This is an optimization exercise on Yosys and OpenROAD, whose aim is small area, a short achievable clock period and few clock cycles, not a production implementation. Only simulation tests tie the RTL to the original design; equivalence was not proved. No activity file was given, so power comes from the tool's default toggle rates.

<file path="design/flow/design.v">
package vec_alu_pkg;
  typedef enum logic [1:0] {
    ADD  = 2'd0,
    SUB  = 2'd1,
    SADD = 2'd2,
    MAX  = 2'd3
  } alu_mode_t;
  typedef enum logic [2:0] {
    IDLE,
    RD_A_REQ,
    RD_A_DATA,
    RD_B_REQ,
    RD_B_DATA,
    WR_REQ,
    WR_DATA,
    DONE
  } state_t;
  function automatic integer lanes(input integer dataBits, input integer elemBits);
    lanes = dataBits / elemBits;
  endfunction
endpackage
import vec_alu_pkg::*;
module vec_alu_lane
#(
  parameter int ELEM_BITS = 8
) (
  input  logic [ELEM_BITS-1:0] a,
  input  logic [ELEM_BITS-1:0] b,
  input  logic [1:0]           mode,
  output logic [ELEM_BITS-1:0] y
);
  logic [ELEM_BITS:0] sum;
  assign sum = {1'b0, a} + {1'b0, b};
  always_comb begin
    y = sum[ELEM_BITS-1:0];
    case (mode)
      ADD:  y = sum[ELEM_BITS-1:0];
      SUB:  y = a - b;
      SADD: y = sum[ELEM_BITS] ? {ELEM_BITS{1'b1}} : sum[ELEM_BITS-1:0];
      MAX:  y = (a > b) ? a : b;
      default: y = sum[ELEM_BITS-1:0];
    endcase
  end
endmodule
import vec_alu_pkg::*;
module vec_alu_compute
#(
  parameter int MEM_LEN_BITS   = 8,
  parameter int MEM_ADDR_BITS  = 32,
  parameter int MEM_DATA_BITS  = 64,
  parameter int HOST_DATA_BITS = 32,
  parameter int ELEM_BITS      = 8,
  parameter int MAX_BURST      = 16
) (
  input  logic                      clock,
  input  logic                      reset,
  input  logic                      launch,
  input  logic [1:0]                mode,
  input  logic [HOST_DATA_BITS-1:0] length,
  input  logic [HOST_DATA_BITS-1:0] a_addr,
  input  logic [HOST_DATA_BITS-1:0] b_addr,
  input  logic [HOST_DATA_BITS-1:0] c_addr,
  output logic                      finish,
  output logic                      event_counter_valid,
  output logic [HOST_DATA_BITS-1:0] event_counter_value,
  output logic                      mem_req_valid,
  output logic                      mem_req_opcode,
  output logic [MEM_LEN_BITS-1:0]   mem_req_len,
  output logic [MEM_ADDR_BITS-1:0]  mem_req_addr,
  output logic                      mem_wr_valid,
  output logic [MEM_DATA_BITS-1:0]  mem_wr_bits,
  input  logic                      mem_rd_valid,
  input  logic [MEM_DATA_BITS-1:0]  mem_rd_bits,
  output logic                      mem_rd_ready
);
  localparam int LANES      = MEM_DATA_BITS / ELEM_BITS;
  localparam int BEAT_BYTES = MEM_DATA_BITS / 8;
  localparam int IDX_W      = (MAX_BURST > 1) ? $clog2(MAX_BURST) : 1;
  localparam int CNT_W      = IDX_W + 1;
  vec_alu_pkg::state_t                state_q;
  logic [1:0]                mode_q;
  logic [HOST_DATA_BITS-1:0] rem_q;
  logic [MEM_ADDR_BITS-1:0]  aPtr_q, bPtr_q, cPtr_q;
  logic [CNT_W-1:0]          burst_q;
  logic [CNT_W-1:0]          idx_q;
  logic [HOST_DATA_BITS-1:0] cycles_q;
  logic                      launchPrev_q;
  logic                      reqValid_q, reqOpcode_q;
  logic [MEM_LEN_BITS-1:0]   reqLen_q;
  logic [MEM_ADDR_BITS-1:0]  reqAddr_q;
  logic                      wrValid_q, rdReady_q, finish_q, ecValid_q;
  logic [MEM_DATA_BITS-1:0]  wrBits_q;
  logic [MEM_DATA_BITS-1:0]  opBuf_q [2**IDX_W];
  logic                      launchRise, beatFire, lastBeat;
  logic [IDX_W-1:0]          bufIdx;
  logic [MEM_DATA_BITS-1:0]  bufRd, aluY;
  logic [MEM_ADDR_BITS-1:0]  step;
  logic [HOST_DATA_BITS-1:0] remAfter;
  logic [CNT_W-1:0]          firstBurst, nextBurst;
  assign launchRise = launch & ~launchPrev_q;
  assign beatFire   = mem_rd_valid & rdReady_q;
  assign lastBeat   = (idx_q == burst_q - CNT_W'(1));
  assign bufIdx     = idx_q[IDX_W-1:0];
  assign bufRd      = opBuf_q[bufIdx];
  assign step       = MEM_ADDR_BITS'(burst_q) * MEM_ADDR_BITS'(BEAT_BYTES);
  assign remAfter   = rem_q - HOST_DATA_BITS'(burst_q);
  assign firstBurst = (length >= HOST_DATA_BITS'(MAX_BURST)) ? CNT_W'(MAX_BURST) : CNT_W'(length);
  assign nextBurst  = (remAfter >= HOST_DATA_BITS'(MAX_BURST)) ? CNT_W'(MAX_BURST) : CNT_W'(remAfter);
  for (genvar l = 0; l < LANES; l++) begin : g_lane
    vec_alu_lane #(.ELEM_BITS(ELEM_BITS)) u_lane (
      .a    (bufRd[l*ELEM_BITS +: ELEM_BITS]),
      .b    (mem_rd_bits[l*ELEM_BITS +: ELEM_BITS]),
      .mode (mode_q),
      .y    (aluY[l*ELEM_BITS +: ELEM_BITS])
    );
  end
  always_ff @(posedge clock) begin
    if (beatFire) begin
      opBuf_q[bufIdx] <= (state_q == RD_B_DATA) ? aluY : mem_rd_bits;
    end
  end
  always_ff @(posedge clock or negedge reset) begin
    if (!reset) begin
      state_q      <= IDLE;
      mode_q       <= ADD;
      rem_q        <= '0;
      aPtr_q       <= '0;
      bPtr_q       <= '0;
      cPtr_q       <= '0;
      burst_q      <= '0;
      idx_q        <= '0;
      cycles_q     <= '0;
      launchPrev_q <= 1'b0;
      reqValid_q   <= 1'b0;
      reqOpcode_q  <= 1'b0;
      reqLen_q     <= '0;
      reqAddr_q    <= '0;
      wrValid_q    <= 1'b0;
      wrBits_q     <= '0;
      rdReady_q    <= 1'b0;
      finish_q     <= 1'b0;
      ecValid_q    <= 1'b0;
    end else begin
      launchPrev_q <= launch;
      reqValid_q   <= 1'b0;
      finish_q     <= 1'b0;
      ecValid_q    <= 1'b0;
      if (state_q != IDLE && state_q != DONE && cycles_q != '1) begin
        cycles_q <= cycles_q + HOST_DATA_BITS'(1);
      end
      case (state_q)
        IDLE: begin
          if (launchRise) begin
            mode_q   <= mode;
            rem_q    <= length;
            aPtr_q   <= MEM_ADDR_BITS'(a_addr);
            bPtr_q   <= MEM_ADDR_BITS'(b_addr);
            cPtr_q   <= MEM_ADDR_BITS'(c_addr);
            cycles_q <= HOST_DATA_BITS'(1);
            if (length == '0) begin
              state_q   <= DONE;
              finish_q  <= 1'b1;
              ecValid_q <= 1'b1;
            end else begin
              state_q     <= RD_A_REQ;
              burst_q     <= firstBurst;
              reqValid_q  <= 1'b1;
              reqOpcode_q <= 1'b0;
              reqLen_q    <= MEM_LEN_BITS'(firstBurst - CNT_W'(1));
              reqAddr_q   <= MEM_ADDR_BITS'(a_addr);
            end
          end
        end
        RD_A_REQ, RD_B_REQ: begin
          state_q   <= (state_q == RD_A_REQ) ? RD_A_DATA : RD_B_DATA;
          rdReady_q <= 1'b1;
          idx_q     <= '0;
        end
        RD_A_DATA: begin
          if (beatFire) begin
            idx_q <= idx_q + CNT_W'(1);
            if (lastBeat) begin
              state_q     <= RD_B_REQ;
              rdReady_q   <= 1'b0;
              reqValid_q  <= 1'b1;
              reqOpcode_q <= 1'b0;
              reqAddr_q   <= bPtr_q;
            end
          end
        end
        RD_B_DATA: begin
          if (beatFire) begin
            idx_q <= idx_q + CNT_W'(1);
            if (lastBeat) begin
              state_q     <= WR_REQ;
              rdReady_q   <= 1'b0;
              reqValid_q  <= 1'b1;
              reqOpcode_q <= 1'b1;
              reqAddr_q   <= cPtr_q;
              idx_q       <= '0;
            end
          end
        end
        WR_REQ: begin
          state_q   <= WR_DATA;
          wrValid_q <= 1'b1;
          wrBits_q  <= bufRd;
          idx_q     <= CNT_W'(1);
        end
        WR_DATA: begin
          if (idx_q == burst_q) begin
            wrValid_q <= 1'b0;
            aPtr_q    <= aPtr_q + step;
            bPtr_q    <= bPtr_q + step;
            cPtr_q    <= cPtr_q + step;
            rem_q     <= remAfter;
            if (remAfter != '0) begin
              state_q     <= RD_A_REQ;
              burst_q     <= nextBurst;
              reqValid_q  <= 1'b1;
              reqOpcode_q <= 1'b0;
              reqLen_q    <= MEM_LEN_BITS'(nextBurst - CNT_W'(1));
              reqAddr_q   <= aPtr_q + step;
            end else begin
              state_q   <= DONE;
              finish_q  <= 1'b1;
              ecValid_q <= 1'b1;
            end
          end else begin
            wrBits_q <= bufRd;
            idx_q    <= idx_q + CNT_W'(1);
          end
        end
        DONE: state_q <= IDLE;
        default: state_q <= IDLE;
      endcase
    end
  end
  assign finish              = finish_q;
  assign event_counter_valid = ecValid_q;
  assign event_counter_value = cycles_q;
  assign mem_req_valid       = reqValid_q;
  assign mem_req_opcode      = reqOpcode_q;
  assign mem_req_len         = reqLen_q;
  assign mem_req_addr        = reqAddr_q;
  assign mem_wr_valid        = wrValid_q;
  assign mem_wr_bits         = wrBits_q;
  assign mem_rd_ready        = rdReady_q;
endmodule
</file>
<file path="design/flow/run.sh">
#!/bin/bash
# synth_recipe.tcl (not shown) runs the flow's synth.tcl, then flattens the netlist and writes it again
# the make line also repeats each setting of config.mk as NAME=value (left out here)
make -C /OpenROAD-flow-scripts/flow DESIGN_CONFIG=/design/flow/config.mk WORK_HOME=/design/flow/orfs CLKGATE_MAP_FILE= SYNTH_SCRIPT=/design/flow/synth_recipe.tcl finish
</file>
<file path="design/flow/config.mk">
export PLATFORM = sky130hd
export DESIGN_NAME = vec_alu_compute
export DESIGN_NICKNAME = vec_alu_compute
export VERILOG_FILES = /design/flow/design.v
export SDC_FILE = /design/flow/constraint.sdc
export NUM_CORES = 4
export LEC_CHECK = 0
export CAP_MARGIN = 20
export CORE_MARGIN = 2
export CORE_UTILIZATION = 45
export PLACE_DENSITY = 0.6
export SLEW_MARGIN = 20
</file>
<file path="design/flow/constraint.sdc">
create_clock -name core_clock -period 5.5 [get_ports {clock}]
set_input_delay 1.1000 -clock core_clock [delete_from_list [all_inputs] [get_ports {clock}]]
set_output_delay 1.1000 -clock core_clock [all_outputs]
set_load 0.01 [all_outputs]
</file>
==> summary.txt <==
The path class of the tightest hold or removal check is input port to asynchronous set/reset pin. The number of buffers added on ports is 339, and the final cell area excluding filler cells is 0.0735 mm². The library cell used most frequently in the layout, excluding fill and tap cells, is sky130_fd_sc_hd__edfxtp_1. The total of flip-flops plus latches after synthesis came out at 1307. In the final routing, the length of wire on met1 measures 76200 µm.

Across all register-to-register paths, the minimum setup slack is 320 ps. The utilization after layout is 54.2%, and the number of detailed-route iterations in the first pass is 6. For this block, the initial DRC count from the detailed router was 4163. The register clock-pin slew on the reported worst setup and hold paths is 60 ps, and the fraction of the cycle the final worst path needs is 94.1%.

The logs give 5233 for the post-layout net count and 6767 for the post-route non-filler standard cell count. Number of enable flip-flop cells after synthesis: 1024. The final HPWL from detailed placement came out at 114000 µm.

Across all layers, the routed design uses 40900 vias. The tools report the worst path required time as 5930 ps. Across the VDD grid, the largest voltage drop is 418 µV.

The final-report hold violation count is 0. At the end of routability-driven placement, the weighted congestion stood at 0.922. The logs give 2 for the count of warnings emitted by yosys and 780 ps for the clock insertion delay at the later pin of the skew report. Of the cells placed in the final design, the portion with a size suffix greater than 1 is 18.0%. The tools report the number of I/O pins as 340. Remaining antenna violation count after routing: 0.

The via count of the first global-routing pass is 40300. For the highest clock rate, the log shows 193 MHz. The tools report the final number of max-transition violations as 0. Type of the worst setup path: flip-flop to flip-flop.

The first global-routing pass estimated 268000 µm of wire. The tools report the final wirelength as 181000 µm. The clock arrives with 31.4 ps of skew.

The clock net sink count is 1307, and the number of placement rows is 135. Ranked by total cell area, the synthesized netlist is headed by sky130_fd_sc_hd__edfxtp_1, sky130_fd_sc_hd__mux4_2, sky130_fd_sc_hd__dfrtp_1. The tools report the end point of the critical path as opBuf_q[4][26]. For the initial antenna violation count, the log shows 18. Detailed routing placed a total of 86300 µm of wire on met2. The sum of negative setup slack is 0 ps, and the effective utilization at floorplan is 45.5%.

The die height is 375 µm, and the worst hold slack across all endpoints is 265 ps. After clock tree synthesis, the flow added hold-fix buffers numbering 0. Tracing the worst setup path back leads to its startpoint at idx_q[0]. The layout overhead on the synthesized area was 19.0%. The tools report the data arrival time at the worst-slack endpoint as 5610 ps.

The reported max-cap violation count came out at 0. The horizontal extent of the die was 375 µm. Counting cells, the worst reg-to-reg path comes to 14. In this run the worst path has a maximum fanout of 31. The die covers 0.140 mm². In the synthesized netlist, the number of instances is 4432.

Startpoint of the worst register-to-register path: idx_q[0]. Overall power consumption after layout is estimated at 52.9 mW. Dividing the detail-routed wire length by the instance count gives 26.8 µm. The sum of overflow across all layers after global routing came out at 0. In the global route stage, overall resource usage came out at 25.7%. In this run the critical register-to-register path is captured at opBuf_q[4][26]. The worst setup path is captured at a flip-flop.

The H-tree depth reported by CTS came out at 4. The cell area that synthesis handed to floorplanning was 0.0618 mm². Static leakage: 25.6 nW.

For the total of endpoints with negative setup slack in the final report, the log shows 0. Dividing the detail-routed via count by the number of cells gives 6.04. The flow ran to the end and the layout has no timing, DRC or antenna violations.

For the worst setup margin, the log shows 323 ps. Of the synthesized area, sequential elements account for 61.2%. In the layout the commonest cells are sky130_fd_sc_hd__edfxtp_1, sky130_fd_sc_hd__a21oi_1, sky130_fd_sc_hd__clkdlybuf4s50_1.

sky130_fd_sc_hd__edfxtp_1 takes more of the synthesized area than any other cell. TritonCTS built the clock tree. The top cell type by area accounts for 49.8% of the synthesized area. The highest layer used for signal routing is met5. After floorplanning, the core was sized to cover 0.136 mm². The cell sitting at the root of the clock tree is a sky130_fd_sc_hd__clkbuf_16. The run gives 0.0686 mm² as the total placed instance area.

Counting the fill cells in the layout gives 11100. Time the final worst path needs with I/O delays and setup: 5180 ps. Entering global routing, the biggest net connects 159 pins. Synthesis produced a netlist with a net count of 4805. At the pin with the least slew margin, the transition time is 1040 ps. The share of synthesized registers carrying an async set or reset is 21.7%. The most used flip-flop cell after synthesis is sky130_fd_sc_hd__edfxtp_1.

Setup repair after global routing left no endpoint under its margin. After detailed routing, the number of remaining DRC violations is 0. The number of placed instances, taps included, is 6495. After detailed routing, the met3 layer carries 13500 µm of wire.

In this run, distinct cell masters in the synthesized netlist total 78. Power spread over the standard cell area amounts to 719 mW/mm². The number of buffers inserted during clock tree synthesis is 141, and the worst max-slew margin expressed relative to the limit is 30.1%. The largest buffer count on any clock path came out at 3.

The average instance in the mapped netlist occupies 13.9 µm². Prior to clock tree synthesis, the placed netlist has a worst setup slack of 194 ps. STA classifies the critical path startpoint as a flip-flop.
## final cells by class
| type | instances | area [µm²] | share of cell area [%] |
|---|---|---|---|
| antenna | 8 | 20.0 | 0.0272 |
| clock buffer | 183 | 3810 | 5.18 |
| clock inverter | 78 | 986 | 1.34 |
| inverter | 188 | 706 | 0.960 |
| multi-input combinational | 2693 | 22600 | 30.8 |
| sequential | 1307 | 37900 | 51.5 |
| tap | 1781 | 2230 | 3.03 |
| timing repair buffer | 529 | 5310 | 7.22 |
## cell usage after synthesis, types with 27 or more instances
cell,number
sky130_fd_sc_hd__a31oi_1,31
sky130_fd_sc_hd__o21ai_0,289
sky130_fd_sc_hd__mux2_2,71
sky130_fd_sc_hd__xnor2_1,57
sky130_fd_sc_hd__inv_1,187
sky130_fd_sc_hd__nor3_1,73
sky130_fd_sc_hd__nor2_1,303
sky130_fd_sc_hd__xor2_1,62
sky130_fd_sc_hd__edfxtp_1,1024
sky130_fd_sc_hd__mux4_2,320
sky130_fd_sc_hd__nand2_1,287
sky130_fd_sc_hd__dfrtp_1,283
sky130_fd_sc_hd__clkbuf_1,181
sky130_fd_sc_hd__a21oi_1,362
sky130_fd_sc_hd__a211oi_1,27
sky130_fd_sc_hd__o22ai_1,62
sky130_fd_sc_hd__nand3_1,77
sky130_fd_sc_hd__buf_1,53
sky130_fd_sc_hd__ha_1,155
sky130_fd_sc_hd__nand4_1,35
sky130_fd_sc_hd__o21bai_1,33
## sequential cells by signal, summed over array words and instances (netlist names), 3 cells and up
| register | count |
|---|---|
| reqAddr_q | 32 |
| state_q | 3 |
| rem_q | 32 |
| bPtr_q | 32 |
| opBuf_q | 1024 |
| cycles_q | 32 |
| idx_q | 5 |
| reqLen_q | 6 |
| burst_q | 5 |
| cPtr_q | 32 |
| wrBits_q | 64 |
| aPtr_q | 32 |
## routing by layer
metal | GRT usage, % | vias to the layer above
met5 | 0 | -
met2 | 41.2 | 1639
met1 | 35.9 | 20900
met3 | 4.58 | 295
met4 | 8.07 | 18
li1 | - | 18000
## where the power goes
| part | switching [mW] | internal, mW |
|---|---|---|
| Sequential | 1.46 | 16.4 |
| Combinational | 15.3 | 9.91 |
| Clock | 4.13 | 5.67 |
| Total | 20.8 | 32.0 |
## worst min path at each step
stage	start	end	slack (ps)	cells after the start
after global routing	reset	rem_q[16]	260	1
final	reset	rem_q[16]	260	1
after global placement	rem_q[2]	rem_q[2]	470	2
after detailed placement	wrBits_q[9]	wrBits_q[9]	480	2
after CTS	reset	rem_q[16]	220	1
after floorplan	aPtr_q[5]	aPtr_q[5]	460	2
## cells by family (layout without fill, tap and decap cells)
logic type      Yosys count  in the layout  share of synthesized area (%)
compound gates         1041           1041                           10.1
buf+inv                 432            978                           2.69
flops                  1307           1307                           61.2
simple gates            937            937                           6.96
fa+ha+maj               175            175                           3.79
mux                     421            421                           13.5
other cells               0              8                              0
xor+xnor                119            119                           1.69
## repair_timing
| item | 4_1_cts | 5_1_grt |
|---|---|---|
| endpoints found under the setup margin | 0 | 175 |
| setup buffers | 0 | 0 |
| resized for setup | 0 | 13 |
## worst max-delay path, stage by stage (launching register included)
cell                       delay, ps
sky130_fd_sc_hd__dfrtp_4         490
sky130_fd_sc_hd__buf_12          270
sky130_fd_sc_hd__buf_12          230
sky130_fd_sc_hd__mux4_2          500
sky130_fd_sc_hd__mux4_2          530
sky130_fd_sc_hd__ha_1            410
sky130_fd_sc_hd__o21bai_1        180
sky130_fd_sc_hd__a21oi_1         120
sky130_fd_sc_hd__or2_2           300
sky130_fd_sc_hd__a21oi_1         200
sky130_fd_sc_hd__o41a_1          310
sky130_fd_sc_hd__nor3_1           70
sky130_fd_sc_hd__o21ai_0         140
sky130_fd_sc_hd__o311ai_0        160
sky130_fd_sc_hd__a21oi_1         840
Testbench counts, summed over its fixed seeds: cycles 37,782.

==> static timing again, ports no longer ideal <==
The results above use ideal ports. As a check the final layout listed here was re-extracted and re-timed, cells and wires unchanged.
Step 1: set_driving_cell puts a clkbuf_16 on clock and a buf_2 on each other input, an assumption about the parent block.
Step 2 adds t to the input delays and takes it off the output delays; t is the mean of the earliest and latest rising clock arrival at the registers after step 1. Input paths then give back, and output paths get back, about the clock's delay inside the block.
a / b / c = ideal ports / drivers / drivers and shift; a / b = the first two.
shift t [ns]: 0.851
slack for setup (ns): 0.323 / 0.323 / 0.323
worst hold slack (ns): 0.265 / 0.236 / 0.489
clock arrival spread, ns: 0.034 / 0.035
After both steps this run still meets setup and hold. For this run, drivers alone change the setup slack by 0.000 ns; drivers and shift together by 0.000 ns.
